Context: an optimization exercise on an open-source flow, tuned for small area, a short achievable clock period and few clock cycles per item. The choices shown serve that exercise and are no tape-out recipe. The RTL was checked by simulation tests, not by an equivalence proof against the original design. No activity file was given, so power comes from the tool's default toggle rates.

build 35:
// xmodem_crc_receiver_page_writer
module xmodem_crc_receiver_page_writer (
    input  logic                                clk,
    input  logic                                rst_n,
    input  logic                                cfg_wr_en,
    input  logic [xcrc_pkg::ADDR_BITS-1:0]      cfg_wr_data,
    input  logic                                push,
    output logic                                full,
    input  logic                                in_cmd,
    input  logic [7:0]                          in_byte,
    input  logic                                pop,
    output logic                                empty,
    output logic                                res_word_valid,
    output logic [xcrc_pkg::WORD_ADDR_BITS-1:0] res_word_address,
    output logic [15:0]                         res_word_data,
    output logic [1:0]                          res_reply,
    output logic                                res_transfer_done,
    output logic                                res_last
);
Settings: LEC_CHECK=0, ABC_CLOCK_PERIOD_IN_PS=1800, CAP_MARGIN=20, CORE_MARGIN=2, CORE_UTILIZATION=52, PLACE_DENSITY=0.7, SETUP_SLACK_MARGIN=2.1, SLEW_MARGIN=20, TNS_END_PERCENT=5; clock period 4.0 ns.
standard.sh (not shown) runs the stock make flow with config.mk's settings and CLKGATE_MAP_FILE= SYNTH_SCRIPT=/design/flow/synth_recipe.tcl, a recipe that flattens the netlist after the stock synthesis.
==> flow/flow/run.sh <==
#!/bin/bash
# The standard layout, with plain buffers (sky130_fd_sc_hd__buf_2, resizable within the buf
# footprint) on the ports instead of the default delay-buffer cell, and clock tree synthesis
# without dummy loads and with larger sink clusters.
set -euo pipefail
bash standard.sh finish "BUFFER_PORTS_ARGS=-buffer_cell sky130_fd_sc_hd__buf_2" \
    "CTS_ARGS=-sink_clustering_enable -repair_clock_nets -dont_use_dummy_load -sink_clustering_size 28 -sink_clustering_max_diameter 100" \
    > standard_finish.log 2>&1
Build 35: full flow OK, the timing, design-rule and antenna checks passed
Testbench counts of build 35, summed over its fixed seeds: cycles 26,118, frames 192.
Setup changes, build 35 to build 91
- changing PLACE_DENSITY from 0.7 to 0.75
- removing ABC_CLOCK_PERIOD_IN_PS (formerly 1800)
- changing CORE_UTILIZATION from 52 to 60
--- a/flow/flow/run.sh
+++ b/flow/flow/run.sh
@@ -6,3 +6,3 @@
 bash standard.sh finish "BUFFER_PORTS_ARGS=-buffer_cell sky130_fd_sc_hd__buf_2" \
-    "CTS_ARGS=-sink_clustering_enable -repair_clock_nets -dont_use_dummy_load -sink_clustering_size 28 -sink_clustering_max_diameter 100" \
+    "CTS_ARGS=-sink_clustering_enable -repair_clock_nets -dont_use_dummy_load -sink_clustering_size 36 -sink_clustering_max_diameter 60" \
     > standard_finish.log 2>&1
### Flow results
Going from build 35 to build 91, met3 layer usage reported by global route up 0.39 points, overall power after layout rose by 270 uW, area added between synthesis and finish went up by 0.24 points.
Changes in build 31 relative to build 91:
- PLACE_DENSITY: 0.75 -> 0.8
- CORE_UTILIZATION: 60 -> 66
--- a/flow/flow/run.sh
+++ b/flow/flow/run.sh
@@ -6,3 +6,3 @@
 bash standard.sh finish "BUFFER_PORTS_ARGS=-buffer_cell sky130_fd_sc_hd__buf_2" \
-    "CTS_ARGS=-sink_clustering_enable -repair_clock_nets -dont_use_dummy_load -sink_clustering_size 36 -sink_clustering_max_diameter 60" \
+    "CTS_ARGS=-sink_clustering_enable -repair_clock_nets -dont_use_dummy_load -sink_clustering_size 28 -sink_clustering_max_diameter 100" \
     > standard_finish.log 2>&1
--- outcome ---
- Build 31: clock skew 0.014 ns above build 91
- Pre-CTS setup slack, build 91 and build 31: lower on build 31
- Compared with build 91, number of CTS-inserted buffers in build 31 decreased by a little under 10%.
### build 31 -> build 51
- a change of SETUP_SLACK_MARGIN from 2.1 to 2.3
- a change of TNS_END_PERCENT from 5 to 10
- a change of PLACE_DENSITY from 0.8 to 0.65
- a change of CORE_UTILIZATION from 66 to 52
--- outcome ---
Diff build 31 -> build 51: power shows an increase of 280 uW, final setup slack of the worst path shows an increase of 0.013 ns, transition time at the pin with the least slew margin shows a reduction of 0.11 ns, post-detailed-routing wire length shows a reduction of about 16%, full die area shows an increase of 26%. Build 51 vs build 31, met3 routing resource usage after global routing went down by 0.68 points. | layout filler cell count | higher: build 51 |. The insertion delay to the later sink of the worst-skew pair in build 51 was lower than what build 31 gave. Taking build 31 over build 51, the wire length of the first global-routing pass ratio works out to 1.12.
The following lists how build 87 was set up differently from build 51:
- SETUP_SLACK_MARGIN now 2.1, was 2.3
- PLACE_DENSITY now 0.7, was 0.65
- ABC_AREA now 1, previously not set
- TNS_END_PERCENT now 5, was 10
[summary]
As far as number of register bits inferred by synthesis goes, build 87 and build 51 are indistinguishable; the numbers are identical. Build 87 packs its core looser than build 51. Routed wire length: build 87 lower than build 51. Arrival time of the worst setup path: build 87 > build 51. The switching power summed over all nets in build 51 is 1.06 times that in build 87. Run comparison: build 51 timing endpoint of the critical path empty; build 87 timing endpoint of the critical path res_word_address[7]. Build 87 reports its critical path's slowest cell as sky130_fd_sc_hd__edfxtp_1 while build 51 reports sky130_fd_sc_hd__dfstp_2. Maximum operating frequency: build 87 < build 51.


Starting RTL as in the previous note.
## xmodem_crc_receiver_page_writer
module xmodem_crc_receiver_page_writer (
    input  logic                                clk,
    input  logic                                rst_n,
    input  logic                                cfg_wr_en,
    input  logic [xcrc_pkg::ADDR_BITS-1:0]      cfg_wr_data,
    input  logic                                push,
    output logic                                full,
    input  logic                                in_cmd,
    input  logic [7:0]                          in_byte,
    input  logic                                pop,
    output logic                                empty,
    output logic                                res_word_valid,
    output logic [xcrc_pkg::WORD_ADDR_BITS-1:0] res_word_address,
    output logic [15:0]                         res_word_data,
    output logic [1:0]                          res_reply,
    output logic                                res_transfer_done,
    output logic                                res_last
);
Settings: LEC_CHECK=0, CAP_MARGIN=20, CORE_MARGIN=2, CORE_UTILIZATION=60, PLACE_DENSITY=0.75, SETUP_SLACK_MARGIN=2.1, SLEW_MARGIN=20, TNS_END_PERCENT=5; clock period 4.0 ns.
==> flow/flow/run.sh <==
#!/bin/bash
# The standard layout, with plain buffers (sky130_fd_sc_hd__buf_2, resizable within the buf
# footprint) on the ports instead of the default delay-buffer cell, and clock tree synthesis
# without dummy loads and with larger sink clusters.
set -euo pipefail
bash standard.sh finish "BUFFER_PORTS_ARGS=-buffer_cell sky130_fd_sc_hd__buf_2" \
    "CTS_ARGS=-sink_clustering_enable -repair_clock_nets -dont_use_dummy_load -sink_clustering_size 28 -sink_clustering_max_diameter 100" \
    > standard_finish.log 2>&1
The first run passed the timing, design-rule and antenna checks.
Testbench counts at the start, summed over its fixed seeds: cycles 26,118, frames 192.
Next try:
--- a/flow/flow/run.sh
+++ b/flow/flow/run.sh
@@ -4 +4 @@
-# without dummy loads and with larger sink clusters.
+# without dummy loads, with clkbuf_8 buffers and larger sink clusters.
@@ -7 +7 @@
-    "CTS_ARGS=-sink_clustering_enable -repair_clock_nets -dont_use_dummy_load -sink_clustering_size 28 -sink_clustering_max_diameter 100" \
+    "CTS_ARGS=-sink_clustering_enable -repair_clock_nets -dont_use_dummy_load -buf_list {sky130_fd_sc_hd__clkbuf_8 sky130_fd_sc_hd__clkbuf_16} -sink_clustering_size 20 -sink_clustering_max_diameter 80" \
=>
- The changed run went through all stages and came out clean
- first-iteration DRC count fell by 10%
- design area rose by 1.3%
- cell count rose by 0.82%
- power rose by 5.8%


Another version of the RTL of xmodem_crc_receiver_page_writer (not shown whole).
For scale: about 1800 cells after synthesis, about 1200 flip-flops, about 78 I/O pins, roughly 38000 um^2 of cells after synthesis.
clock: 4.0 ns
lec_check: 0
cap_margin: 20
core_margin: 2
core_utilization: 40
place_density: 0.6
setup_slack_margin: 2.0
slew_margin: 20
tns_end_percent: 5
==> flow/flow/run.sh <==
#!/bin/bash
# The standard layout, with plain buffers (sky130_fd_sc_hd__buf_2, resizable within the buf
# footprint) on the ports instead of the default delay-buffer cell, and clock tree synthesis
# without dummy loads and with larger sink clusters.
set -euo pipefail
bash standard.sh finish "BUFFER_PORTS_ARGS=-buffer_cell sky130_fd_sc_hd__buf_2" \
    "CTS_ARGS=-sink_clustering_enable -repair_clock_nets -dont_use_dummy_load -sink_clustering_size 28 -sink_clustering_max_diameter 100" \
    > standard_finish.log 2>&1
The starting point went through all stages and came out clean.
Testbench counts at the start, summed over its fixed seeds: cycles 26,118, frames 192.
Next try:
==> flow/flow/run.sh (replaced) <==
#!/bin/bash
# The standard layout, with plain buffers (sky130_fd_sc_hd__buf_2, resizable within the buf
# footprint) on the ports instead of the default delay-buffer cell.
set -euo pipefail
bash standard.sh finish "BUFFER_PORTS_ARGS=-buffer_cell sky130_fd_sc_hd__buf_2" > standard_finish.log 2>&1
--- a/flow/config.mk
+++ b/flow/config.mk
@@ -10,2 +10,4 @@
 export CORE_UTILIZATION = 40
+export CTS_CLUSTER_DIAMETER = 100
+export CTS_CLUSTER_SIZE = 28
 export PLACE_DENSITY = 0.6
After rerunning: Global-route usage is about the same; power increases slightly; via count increases slightly.

what the ideal ports hide:
The results above use ideal ports. As a check the final layouts listed here were re-extracted and re-timed, cells and wires unchanged. Step 1 sets driving cells, clkbuf_16 on the clock port and buf_2 on the other inputs (assumed; they add their load-dependent delay and slew). Step 2, shift: input delay + t, output delay - t, t = (earliest + latest rising clock arrival at the registers) / 2. This alone moves slack from input paths to output paths. Three values: no drivers, after step 1, after step 2; two values: the first two.
run | t, ns | setup slack, ns | hold WS [ns]
build 35 | 0.660 | 1.956 / 1.894 / 1.397 | 0.242 / 0.219 / 0.381
build 91 | 0.666 | 1.929 / 1.873 / 1.283 | 0.218 / 0.192 / 0.362
build 31 | 0.667 | 1.933 / 1.877 / 1.385 | 0.232 / 0.200 / 0.371
build 51 | 0.651 | 1.946 / 1.889 / 1.526 | 0.231 / 0.201 / 0.366
build 87 | 0.660 | 1.918 / 1.859 / 1.315 | 0.148 / 0.120 / 0.401
the first run of note 2 | 0.661 | 1.953 / 1.898 / 1.311 | 0.217 / 0.191 / 0.380
the second run of note 2 | 0.653 | 1.955 / 1.895 / 1.332 | 0.237 / 0.206 / 0.379
the first run of note 3 | 0.655 | 1.823 / 1.762 / 1.444 | 0.196 / 0.160 / 0.338
the second run of note 3 | 0.678 | 1.827 / 1.765 / 1.538 | 0.165 / 0.129 / 0.382
After both steps every run listed still meets setup and hold. The setup slack of build 91, which loses most, moves by -0.056 ns with the drivers and by -0.646 ns with both steps.
